Source: an optimization exercise on an open RTL-to-GDS flow (aim: small area). Production flows keep margins and buffers that such runs may drop.
The RTL was checked by simulation tests, not by an equivalence proof against the original design.
Power and IR drop assume default switching activity.

`flow/design.v`:
```
`timescale 1ns/100ps
`default_nettype none
package la_bus_pkg;
    localparam int BUS_AW = 16;
    localparam int BUS_DW = 16;
    typedef struct packed {
        logic [BUS_AW-1:0] addr;
        logic [BUS_DW-1:0] data;
        logic              rw;
        logic              valid;
    } bus_t;
    localparam logic [7:0] ASCII_CR       = 8'h0D;
    localparam logic [7:0] ASCII_LF       = 8'h0A;
    localparam logic [7:0] CMD_READ       = "R";
    localparam logic [7:0] CMD_WRITE      = "W";
    localparam logic [7:0] REPLY_PREAMBLE = "D";
    localparam logic [BUS_AW-1:0] REG_STATE      = 16'd0;
    localparam logic [BUS_AW-1:0] REG_TRIG_LOC   = 16'd1;
    localparam logic [BUS_AW-1:0] REG_START      = 16'd2;
    localparam logic [BUS_AW-1:0] REG_STOP       = 16'd3;
    localparam logic [BUS_AW-1:0] REG_WPTR       = 16'd4;
    localparam logic [BUS_AW-1:0] REG_STROBE_OP  = 16'd5;
    localparam logic [BUS_AW-1:0] REG_STROBE_ARG = 16'd6;
    localparam logic [BUS_AW-1:0] REG_VALUE_OP   = 16'd7;
    localparam logic [BUS_AW-1:0] REG_VALUE_ARG  = 16'd8;
    localparam logic [BUS_AW-1:0] MEM_BASE       = 16'd16;
endpackage
`default_nettype wire
`timescale 1ns/100ps
`default_nettype none
package la_core_pkg;
    localparam int SAMPLE_DEPTH = 64;
    localparam int SAMPLE_AW    = 6;
    localparam int MEM_WORDS    = 2 * SAMPLE_DEPTH;
    localparam int PROBE_VW     = 16;
    typedef struct packed {
        logic                strobe;
        logic [PROBE_VW-1:0] value;
    } probe_t;
    typedef enum logic [3:0] {
        DISABLE,
        RISING,
        FALLING,
        CHANGING,
        GT,
        LT,
        GEQ,
        LEQ,
        EQ,
        NEQ
    } trig_op_e;
    typedef struct packed {
        trig_op_e            strobe_op;
        logic                strobe_arg;
        trig_op_e            value_op;
        logic [PROBE_VW-1:0] value_arg;
    } trig_cfg_t;
    typedef enum logic [2:0] {
        IDLE,
        FILL,
        ARMED,
        CAPTURING,
        DONE
    } cap_state_e;
endpackage
`default_nettype wire
`timescale 1ns/100ps
`default_nettype none
module cmd_decoder (
    input  logic       clk,
    input  logic       rst_i,
    input  logic       cmd_req_i,
    input  logic [7:0] cmd_data_i,
    output logic       cmd_ack_o,
    input  logic       reply_busy_i,
    output la_bus_pkg::bus_t       bus_o
);
    typedef enum logic [1:0] {IDLE, READ, WRITE} dec_state_e;
    dec_state_e  state;
    logic [3:0]  byte_cnt;
    logic [31:0] digits;
    logic        take;
    logic        is_term;
    logic        last_byte;
    function automatic logic is_hex(input logic [7:0] c);
        is_hex = (((c >= "0") && (c <= "9")) || ((c >= "A") && (c <= "F")));
    endfunction
    function automatic logic [3:0] hex_val(input logic [7:0] c);
        logic [7:0] v;
        v = (c <= "9") ? (c - 8'h30) : (c - 8'h37);
        hex_val = v[3:0];
    endfunction
    assign take      = cmd_req_i && !cmd_ack_o && !reply_busy_i;
    assign is_term   = (cmd_data_i == la_bus_pkg::ASCII_CR) || (cmd_data_i == la_bus_pkg::ASCII_LF);
    assign last_byte = ((state == READ) && (byte_cnt == 4'd4)) ||
                       ((state == WRITE) && (byte_cnt == 4'd8));
    always_ff @(posedge clk) begin
        if (rst_i) begin
            cmd_ack_o   <= 1'b0;
            state       <= IDLE;
            byte_cnt    <= '0;
            bus_o.valid <= 1'b0;
        end else begin
            bus_o.valid <= 1'b0;
            if (take) begin
                cmd_ack_o <= 1'b1;
            end else if (!cmd_req_i) begin
                cmd_ack_o <= 1'b0;
            end
            if (take) begin
                if (state == IDLE) begin
                    byte_cnt <= '0;
                    if (cmd_data_i == la_bus_pkg::CMD_READ) begin
                        state <= READ;
                    end else if (cmd_data_i == la_bus_pkg::CMD_WRITE) begin
                        state <= WRITE;
                    end
                end else if (last_byte) begin
                    state <= IDLE;
                    if (is_term) begin
                        bus_o.valid <= 1'b1;
                        bus_o.rw    <= (state == WRITE);
                        bus_o.addr  <= (state == WRITE) ? digits[31:16] : digits[15:0];
                        bus_o.data  <= (state == WRITE) ? digits[15:0] : '0;
                    end
                end else if (is_hex(cmd_data_i)) begin
                    digits   <= {digits[27:0], hex_val(cmd_data_i)};
                    byte_cnt <= byte_cnt + 4'd1;
                end else begin
                    state <= IDLE;
                end
            end
        end
    end
endmodule
`default_nettype wire
`timescale 1ns/100ps
`default_nettype none
module la_regs (
    input  logic                 clk,
    input  logic                 rst_i,
    input  la_bus_pkg::bus_t                 bus_i,
    output la_bus_pkg::bus_t                 bus_o,
    input  la_core_pkg::cap_state_e           cap_state_i,
    input  logic [la_core_pkg::SAMPLE_AW-1:0] wptr_i,
    output la_core_pkg::trig_cfg_t            trig_cfg_o,
    output logic [la_core_pkg::SAMPLE_AW-1:0] trig_loc_o,
    output logic                 start_req_o,
    output logic                 stop_req_o
);
    logic [la_bus_pkg::BUS_DW-1:0] rdata;
    logic              hit;
    always_comb begin
        hit   = 1'b1;
        rdata = '0;
        case (bus_i.addr)
            la_bus_pkg::REG_STATE:      rdata = la_bus_pkg::BUS_DW'(cap_state_i);
            la_bus_pkg::REG_TRIG_LOC:   rdata = la_bus_pkg::BUS_DW'(trig_loc_o);
            la_bus_pkg::REG_START:      rdata = la_bus_pkg::BUS_DW'(start_req_o);
            la_bus_pkg::REG_STOP:       rdata = la_bus_pkg::BUS_DW'(stop_req_o);
            la_bus_pkg::REG_WPTR:       rdata = la_bus_pkg::BUS_DW'(wptr_i);
            la_bus_pkg::REG_STROBE_OP:  rdata = la_bus_pkg::BUS_DW'(trig_cfg_o.strobe_op);
            la_bus_pkg::REG_STROBE_ARG: rdata = la_bus_pkg::BUS_DW'(trig_cfg_o.strobe_arg);
            la_bus_pkg::REG_VALUE_OP:   rdata = la_bus_pkg::BUS_DW'(trig_cfg_o.value_op);
            la_bus_pkg::REG_VALUE_ARG:  rdata = la_bus_pkg::BUS_DW'(trig_cfg_o.value_arg);
            default:        hit = 1'b0;
        endcase
    end
    always_ff @(posedge clk) begin
        if (rst_i) begin
            bus_o.valid <= 1'b0;
            trig_cfg_o  <= '0;
            trig_loc_o  <= '0;
            start_req_o <= 1'b0;
            stop_req_o  <= 1'b0;
        end else begin
            bus_o <= bus_i;
            if (bus_i.valid && !bus_i.rw && hit) begin
                bus_o.data <= rdata;
            end
            if (bus_i.valid && bus_i.rw) begin
                case (bus_i.addr)
                    la_bus_pkg::REG_TRIG_LOC:   trig_loc_o <= bus_i.data[la_core_pkg::SAMPLE_AW-1:0];
                    la_bus_pkg::REG_START:      start_req_o <= bus_i.data[0];
                    la_bus_pkg::REG_STOP:       stop_req_o <= bus_i.data[0];
                    la_bus_pkg::REG_STROBE_OP:  trig_cfg_o.strobe_op <= la_core_pkg::trig_op_e'(bus_i.data[3:0]);
                    la_bus_pkg::REG_STROBE_ARG: trig_cfg_o.strobe_arg <= bus_i.data[0];
                    la_bus_pkg::REG_VALUE_OP:   trig_cfg_o.value_op <= la_core_pkg::trig_op_e'(bus_i.data[3:0]);
                    la_bus_pkg::REG_VALUE_ARG:  trig_cfg_o.value_arg <= bus_i.data[la_core_pkg::PROBE_VW-1:0];
                    default: begin
                    end
                endcase
            end
        end
    end
endmodule
`default_nettype wire
`timescale 1ns/100ps
`default_nettype none
module trigger_unit (
    input  logic      clk,
    input  logic      rst_i,
    input  la_core_pkg::probe_t    probe_i,
    input  la_core_pkg::trig_cfg_t trig_cfg_i,
    output logic      trig_o
);
    la_core_pkg::probe_t probe_prev;
    logic   strobe_hit;
    logic   value_hit;
    function automatic logic eval_op(input la_core_pkg::trig_op_e op, input logic [la_core_pkg::PROBE_VW-1:0] cur,
                                     input logic [la_core_pkg::PROBE_VW-1:0] prev,
                                     input logic [la_core_pkg::PROBE_VW-1:0] arg);
        case (op)
            la_core_pkg::RISING:   eval_op = cur > prev;
            la_core_pkg::FALLING:  eval_op = cur < prev;
            la_core_pkg::CHANGING: eval_op = cur != prev;
            la_core_pkg::GT:       eval_op = cur > arg;
            la_core_pkg::LT:       eval_op = cur < arg;
            la_core_pkg::GEQ:      eval_op = cur >= arg;
            la_core_pkg::LEQ:      eval_op = cur <= arg;
            la_core_pkg::EQ:       eval_op = cur == arg;
            la_core_pkg::NEQ:      eval_op = cur != arg;
            default:  eval_op = 1'b0;
        endcase
    endfunction
    always_ff @(posedge clk) begin
        if (rst_i) begin
            probe_prev <= '0;
        end else begin
            probe_prev <= probe_i;
        end
    end
    assign strobe_hit = eval_op(trig_cfg_i.strobe_op, la_core_pkg::PROBE_VW'(probe_i.strobe),
                                la_core_pkg::PROBE_VW'(probe_prev.strobe), la_core_pkg::PROBE_VW'(trig_cfg_i.strobe_arg));
    assign value_hit  = eval_op(trig_cfg_i.value_op, probe_i.value, probe_prev.value,
                                trig_cfg_i.value_arg);
    assign trig_o     = strobe_hit || value_hit;
endmodule
`default_nettype wire
`timescale 1ns/100ps
`default_nettype none
module capture_ctrl (
    input  logic                 clk,
    input  logic                 rst_i,
    input  logic                 start_req_i,
    input  logic                 stop_req_i,
    input  logic                 trig_i,
    input  logic [la_core_pkg::SAMPLE_AW-1:0] trig_loc_i,
    output la_core_pkg::cap_state_e           state_o,
    output logic [la_core_pkg::SAMPLE_AW-1:0] wptr_o,
    output logic                 we_o
);
    logic [la_core_pkg::SAMPLE_AW-1:0] rptr;
    logic                 start_q;
    logic                 stop_q;
    always_ff @(posedge clk) begin
        if (rst_i) begin
            state_o <= la_core_pkg::IDLE;
            wptr_o  <= '0;
            rptr    <= '0;
            we_o    <= 1'b0;
            start_q <= 1'b0;
            stop_q  <= 1'b0;
        end else begin
            start_q <= start_req_i;
            stop_q  <= stop_req_i;
            case (state_o)
                la_core_pkg::IDLE: begin
                    wptr_o <= '0;
                    rptr   <= '0;
                    if (start_req_i && !start_q) begin
                        state_o <= la_core_pkg::FILL;
                        we_o    <= 1'b1;
                    end
                end
                la_core_pkg::FILL: begin
                    wptr_o <= wptr_o + 1'b1;
                    if (wptr_o == trig_loc_i) begin
                        state_o <= trig_i ? la_core_pkg::CAPTURING : la_core_pkg::ARMED;
                    end
                end
                la_core_pkg::ARMED: begin
                    wptr_o <= wptr_o + 1'b1;
                    rptr   <= rptr + 1'b1;
                    if (trig_i) begin
                        state_o <= la_core_pkg::CAPTURING;
                    end
                end
                la_core_pkg::CAPTURING: begin
                    wptr_o <= wptr_o + 1'b1;
                    if (wptr_o + 1'b1 == rptr) begin
                        we_o    <= 1'b0;
                        state_o <= la_core_pkg::DONE;
                    end
                end
                default: begin
                end
            endcase
            if (stop_req_i && !stop_q) begin
                state_o <= la_core_pkg::IDLE;
                we_o    <= 1'b0;
            end
        end
    end
endmodule
`default_nettype wire
`timescale 1ns/100ps
`default_nettype none
module sample_mem (
    input  logic                 clk,
    input  logic                 rst_i,
    input  la_core_pkg::probe_t               probe_i,
    input  logic                 we_i,
    input  logic [la_core_pkg::SAMPLE_AW-1:0] waddr_i,
    input  la_bus_pkg::bus_t                 bus_i,
    output la_bus_pkg::bus_t                 bus_o
);
    logic [la_core_pkg::PROBE_VW:0] mem [0:la_core_pkg::SAMPLE_DEPTH-1];
    la_bus_pkg::bus_t              pipe_0;
    la_bus_pkg::bus_t              pipe_1;
    logic              hit_q_0;
    logic              hit_q_1;
    logic              sel_q_0;
    logic              sel_q_1;
    la_core_pkg::probe_t            rd_q_0;
    la_core_pkg::probe_t            rd_q_1;
    logic [la_bus_pkg::BUS_AW-1:0] offset;
    assign offset = bus_i.addr - la_bus_pkg::MEM_BASE;
    always_ff @(posedge clk) begin
        if (we_i) begin
            mem[waddr_i] <= probe_i;
        end
    end
    always_ff @(posedge clk) begin
        if (rst_i) begin
            pipe_0.valid <= 1'b0;
            pipe_1.valid <= 1'b0;
            bus_o.valid   <= 1'b0;
            hit_q_0      <= 1'b0;
            hit_q_1      <= 1'b0;
        end else begin
            pipe_0  <= bus_i;
            pipe_1  <= pipe_0;
            bus_o    <= pipe_1;
            hit_q_0 <= bus_i.valid && !bus_i.rw && (offset < la_core_pkg::MEM_WORDS);
            hit_q_1 <= hit_q_0;
            if (hit_q_1) begin
                bus_o.data <= sel_q_1 ? la_bus_pkg::BUS_DW'(rd_q_1.strobe) : rd_q_1.value;
            end
        end
    end
    always_ff @(posedge clk) begin
        rd_q_0  <= mem[offset[la_core_pkg::SAMPLE_AW:1]];
        sel_q_0 <= offset[0];
        rd_q_1  <= rd_q_0;
        sel_q_1 <= sel_q_0;
    end
endmodule
`default_nettype wire
`timescale 1ns/100ps
`default_nettype none
module reply_encoder (
    input  logic       clk,
    input  logic       rst_i,
    input  la_bus_pkg::bus_t       bus_i,
    output logic       rsp_req_o,
    output logic [7:0] rsp_data_o,
    input  logic       rsp_ack_i,
    output logic       reply_busy_o
);
    logic [la_bus_pkg::BUS_DW-1:0] word;
    logic [2:0]        byte_idx;
    function automatic logic [7:0] to_hex(input logic [3:0] n);
        to_hex = ({4'h0, n} + ((n < 4'd10) ? 8'h30 : 8'h37));
    endfunction
    always_comb begin
        case (byte_idx)
            3'd0:    rsp_data_o = la_bus_pkg::REPLY_PREAMBLE;
            3'd1:    rsp_data_o = to_hex(word[15:12]);
            3'd2:    rsp_data_o = to_hex(word[11:8]);
            3'd3:    rsp_data_o = to_hex(word[7:4]);
            3'd4:    rsp_data_o = to_hex(word[3:0]);
            3'd5:    rsp_data_o = la_bus_pkg::ASCII_CR;
            default: rsp_data_o = la_bus_pkg::ASCII_LF;
        endcase
    end
    always_ff @(posedge clk) begin
        if (rst_i) begin
            rsp_req_o    <= 1'b0;
            reply_busy_o <= 1'b0;
            byte_idx     <= '0;
        end else if (!reply_busy_o) begin
            if (bus_i.valid && !bus_i.rw) begin
                word         <= bus_i.data;
                byte_idx     <= '0;
                reply_busy_o <= 1'b1;
                rsp_req_o    <= 1'b1;
            end
        end else if (rsp_req_o) begin
            if (rsp_ack_i) begin
                rsp_req_o <= 1'b0;
            end
        end else if (!rsp_ack_i) begin
            if (byte_idx == 3'd6) begin
                reply_busy_o <= 1'b0;
            end else begin
                byte_idx  <= byte_idx + 3'd1;
                rsp_req_o <= 1'b1;
            end
        end
    end
endmodule
`default_nettype wire
`timescale 1ns/100ps
`default_nettype none
module la_top (
    input  logic       clk,
    input  logic       rst_i,
    input  logic       cmd_req_i,
    input  logic [7:0] cmd_data_i,
    output logic       cmd_ack_o,
    output logic       rsp_req_o,
    output logic [7:0] rsp_data_o,
    input  logic       rsp_ack_i,
    input  logic [16:0] probe_i
);
    la_bus_pkg::bus_t                 bus_dec;
    la_bus_pkg::bus_t                 bus_regs;
    la_bus_pkg::bus_t                 bus_mem;
    la_core_pkg::trig_cfg_t            trig_cfg;
    logic [la_core_pkg::SAMPLE_AW-1:0] trig_loc;
    logic [la_core_pkg::SAMPLE_AW-1:0] wptr;
    la_core_pkg::cap_state_e           cap_state;
    logic                 start_req;
    logic                 stop_req;
    logic                 trig;
    logic                 we;
    logic                 reply_busy;
    cmd_decoder i_cmd_decoder (
        .clk, .rst_i, .cmd_req_i, .cmd_data_i, .cmd_ack_o,
        .reply_busy_i(reply_busy),
        .bus_o(bus_dec)
    );
    la_regs i_la_regs (
        .clk, .rst_i,
        .bus_i(bus_dec), .bus_o(bus_regs),
        .cap_state_i(cap_state), .wptr_i(wptr),
        .trig_cfg_o(trig_cfg), .trig_loc_o(trig_loc),
        .start_req_o(start_req), .stop_req_o(stop_req)
    );
    trigger_unit i_trigger_unit (
        .clk, .rst_i, .probe_i,
        .trig_cfg_i(trig_cfg),
        .trig_o(trig)
    );
    capture_ctrl i_capture_ctrl (
        .clk, .rst_i,
        .start_req_i(start_req), .stop_req_i(stop_req),
        .trig_i(trig), .trig_loc_i(trig_loc),
        .state_o(cap_state), .wptr_o(wptr), .we_o(we)
    );
    sample_mem i_sample_mem (
        .clk, .rst_i, .probe_i,
        .we_i(we), .waddr_i(wptr),
        .bus_i(bus_regs), .bus_o(bus_mem)
    );
    reply_encoder i_reply_encoder (
        .clk, .rst_i,
        .bus_i(bus_mem),
        .rsp_req_o, .rsp_data_o, .rsp_ack_i,
        .reply_busy_o(reply_busy)
    );
endmodule
`default_nettype wire
```
`flow/run.sh`:
```
#!/bin/bash
# synth_recipe.tcl (not shown) runs the flow's synth.tcl, then flattens the netlist and writes it again
# the make line also repeats each setting of config.mk as NAME=value (left out here)
make -C /OpenROAD-flow-scripts/flow DESIGN_CONFIG=/design/flow/config.mk WORK_HOME=/design/flow/orfs CLKGATE_MAP_FILE= SYNTH_SCRIPT=/design/flow/synth_recipe.tcl finish
```
`flow/config.mk`:
```
export PLATFORM = sky130hd
export DESIGN_NAME = la_top
export DESIGN_NICKNAME = la_top
export VERILOG_FILES = /design/flow/design.v
export SDC_FILE = /design/flow/constraint.sdc
export NUM_CORES = 4
export LEC_CHECK = 0
export CAP_MARGIN = 20
export CORE_MARGIN = 2
export CORE_UTILIZATION = 40
export SLEW_MARGIN = 20
```
`flow/constraint.sdc`:
```
create_clock -name core_clock -period 8.0 [get_ports {clk}]
set_input_delay 1.6000 -clock core_clock [delete_from_list [all_inputs] [get_ports {clk}]]
set_output_delay 1.6000 -clock core_clock [all_outputs]
set_load 0.01 [all_outputs]
```
==> summary.txt <==
[state kept, by name, indices dropped and copies added, names as in the netlist, 2 cells and up]
| signal | flops |
|---|---|
| i_capture_ctrl.rptr | 6 |
| i_capture_ctrl.state_o | 3 |
| i_capture_ctrl.wptr_o | 6 |
| i_cmd_decoder.bus_o | 34 |
| i_cmd_decoder.byte_cnt | 4 |
| i_cmd_decoder.digits | 32 |
| i_cmd_decoder.state | 2 |
| i_la_regs.bus_o | 34 |
| i_la_regs.trig_cfg_o | 25 |
| i_la_regs.trig_loc_o | 6 |
| i_reply_encoder.byte_idx | 3 |
| i_reply_encoder.word | 16 |
| i_sample_mem.bus_o | 18 |
| i_sample_mem.mem | 1088 |
| i_sample_mem.pipe_0 | 18 |
| i_sample_mem.pipe_1 | 18 |
| i_sample_mem.rd_q_0 | 17 |
| i_sample_mem.rd_q_1 | 17 |
| i_trigger_unit.probe_prev | 17 |
[cell families (layout without fill, tap and decap cells)]
family	Yosys count	in the layout	share of synthesized area
XOR/XNOR	22	22	0.00359
buffers and inverters	209	469	0.0158
other	1	5	0.0000698
adder cells (fa/ha/maj)	64	64	0.0152
flip-flops	1376	1376	0.746
AO/OA/AOI/OAI	189	189	0.0216
multiplexers	400	400	0.158
AND/OR/NAND/NOR	434	434	0.0394
[cells in the mapped netlist, types with 5 or more instances]
master,instances,share of area
clkbuf_1,89,0.0062
nor3_1,18,0.0017
mux4_2,358,0.15
buf_1,10,0.00070
nand2b_1,7,0.00081
and2_1,19,0.0022
xor2_1,14,0.0023
nor4_1,14,0.0016
and3_1,6,0.00070
inv_1,80,0.0056
o21a_1,7,0.00098
or3_1,6,0.00070
buf_2,20,0.0019
nor2b_1,40,0.0047
edfxtp_1,1253,0.70
nand4_1,15,0.0017
or4_1,6,0.00084
nor2_1,125,0.0087
mux2i_1,23,0.0043
ha_1,62,0.014
dfxtp_1,123,0.046
a21o_1,5,0.00070
o21ai_0,52,0.0048
nand3_1,38,0.0035
o21ai_1,6,0.00056
a31oi_1,9,0.0010
a211oi_1,5,0.00070
nand3b_1,6,0.00084
xnor2_1,8,0.0013
nand2_1,115,0.0080
buf_4,10,0.0014
a21oi_1,61,0.0057
mux2_2,19,0.0040
[power breakdown]
| part | leakage (nW) | internal [mW] | switching (mW) |
|---|---|---|---|
| combinational | 4.90 | 0.118 | 0.248 |
| clock | 2.17 | 3.69 | 2.68 |
| sequential | 12.3 | 7.88 | 0.0403 |
| total | 19.4 | 11.7 | 2.97 |
[path summary, 6_finish.rpt]
path | startpoint | end | slack, ns | cells past startpoint
setup / recovery | i_reply_encoder.word[13] | rsp_data_o[6] | 3.03 | 9
hold / removal | i_sample_mem.sel_q_0 | i_sample_mem.sel_q_1 | 0.32 | 0
setup reg to reg | i_la_regs.bus_o[19] | i_sample_mem.rd_q_0[4] | 4.28 | 5
hold reg to reg | i_sample_mem.sel_q_0 | i_sample_mem.sel_q_1 | 0.32 | 0
[final cells by class]
cell class,count,area (um2),area share
antenna,4,10.0,0.000164
clock buffer,185,3770,0.0616
clock inverter,68,727,0.0119
inverter,80,302,0.00493
multi-input combinational,1110,12900,0.212
sequential,1376,40100,0.656
tap,1768,2210,0.0362
timing repair buffer,136,1090,0.0179
[layer usage]
layer | routed length (um) | vias to the layer above | GRT usage
met5 | 0 | - | 0
met4 | 4180 | 0 | 0.0690
met3 | 8370 | 199 | 0.0318
met2 | 61200 | 955 | 0.298
met1 | 52200 | 13800 | 0.255
li1 | - | 11200 | -
[through the flow]
step                       util  power [mW]
after floorplan               -        8.24
after global routing      0.458        15.1
after detailed placement  0.424        8.44
after global placement    0.424        8.42
final                     0.458        14.7
after CTS                 0.458        14.8
==> flow_summary.ini <==
[timing]
fin_worst_hold_slack_ns = 0.324
post-route-period-util = 0.622
rsz0062_at_grt = false
worst_slack_ns = 3.03
final.setup.tns_ns = 0
hold_viol_final = 0
skew_ns = 0.0295
max-slew-margin-rel = 0.232
setup_viol = 0
tightest_slew_ns = 1.15
maxSlewViolCount = 0
fmax_ghz = 0.201
layout_min_cycle_time_ns = 4.97

[die]
initial_utilization = 0.403
rows = 134
fp.dieH_um = 371
pin_count = 39
die-area_um2 = 137000
core_um2 = 133000
die_w_um = 371

[power_and_ir_drop]
power.leakage_nw = 19.4
ir_drop_mv = 0.215
powerDensity_nw_per_um2 = 240

[cts]
postCtsHoldBufs = 0
cts-root-buf = clkbuf_16
cts_buffer_depth = 3
cts.sinks = 1376
clock_latency_ns = 0.76
cts-buffers-inserted = 139
htreeDepth = 4
path_clk_slew_ns = 0.06
cts_tree = built
post_cts_buffers = 0
ctsResizeCount = 0

[finish]
area_growth_pct = 13.8
nets = 2936
finalInstanceArea_um2 = 61100
fill_cells = 11100
final_cells = 4727
final_cell_mix = 1,253 x edfxtp_1, 358 x mux4_2, 143 x clkbuf_16, 123 x dfxtp_1, 115 x nand2_1
final_common_cell = edfxtp_1
layout-drive-gt1-share = 0.247

[global_route]
grt_pass1_vias = 26700
grt_start_max_net_pins = 165
grt_overflow = 0
grt_use_total = 0.186
grt_pass1_wl_um = 184000
antenna_found_initial = 11

[placed_design]
io_buffers = 37
place_area_um2 = 56600
placed_cells = 4469
preCtsSetupSlack_ns = 3.51
place_congestion = 0.856
dp.final_hpwl_um = 72600

[critical_path]
crit_buf_inv = 1
cp_slowest_cell = clkdlybuf4s50_1
crit_type = reg -> out
worstPathCellList = o21a_1 -> ha_1 -> ha_1 -> o21a_1 -> o21ai_0 -> nor3b_1 -> o21ai_0 -> o221ai_1 -> clkdlybuf4s50_1
worstSetupEndpointType = primary output
start_kind = flip-flop
worstPathArrival_ns = 3.37
crit_path_max_fanout = 6
crit_path_max_incr_delay_ns = 0.51
critPathTopFamily = compound AO/OA/AOI/OAI gates
worstPathRequired_ns = 6.40

[logic_synthesis]
syn_nets = 2788
syn_area_per_cell_um2 = 19.9
synth_seq_cells = 1376
syn_area_um2 = 53700
ys_types = 68
synthesis.instances = 2695
ys_async_sr_fraction = 0
synth-edff-count = 1253
synth_ff_type = edfxtp_1
ys_seq_area_frac = 0.746
synth_warnings = 6

[detailed_routing]
wl_per_cell_um = 26.6
drtIter0Drc = 2894
vias_per_cell = 5.55
drtAntennaViolNets = 0
drc = 0
drt_wl_total_um = 126000
via_count = 26200
firstDrtPassIters = 5

[hold_path]
hold_path_class = reg -> reg

[job]
maxCapViolCount = 0

[run_status]
status = timing/DRC/antenna clean

==> separate check: timing with driven ports <==
Ports are ideal in the flow. The routed layout listed here was re-timed in OpenROAD. Step 1: set_driving_cell puts a clkbuf_16 on clk and a buf_2 on each other input, an assumption about the parent block. Step 2 moves the port delays by t, midway between the first and last clock arrival at a register: inputs arrive t later, outputs are due t later. That takes back most of the time a late clock gives input paths. Slacks: ideal / step 1 / step 2; pairs: ideal / step 1.
t, ns: 0.818
setup WS [ns]: 3.026 / 2.957 / 3.460
worst data-port slew with drivers (ns): 0.21
After both steps setup and hold are still met in this run. For this run, drivers alone change the setup slack by -0.069 ns; drivers and shift together by +0.434 ns.
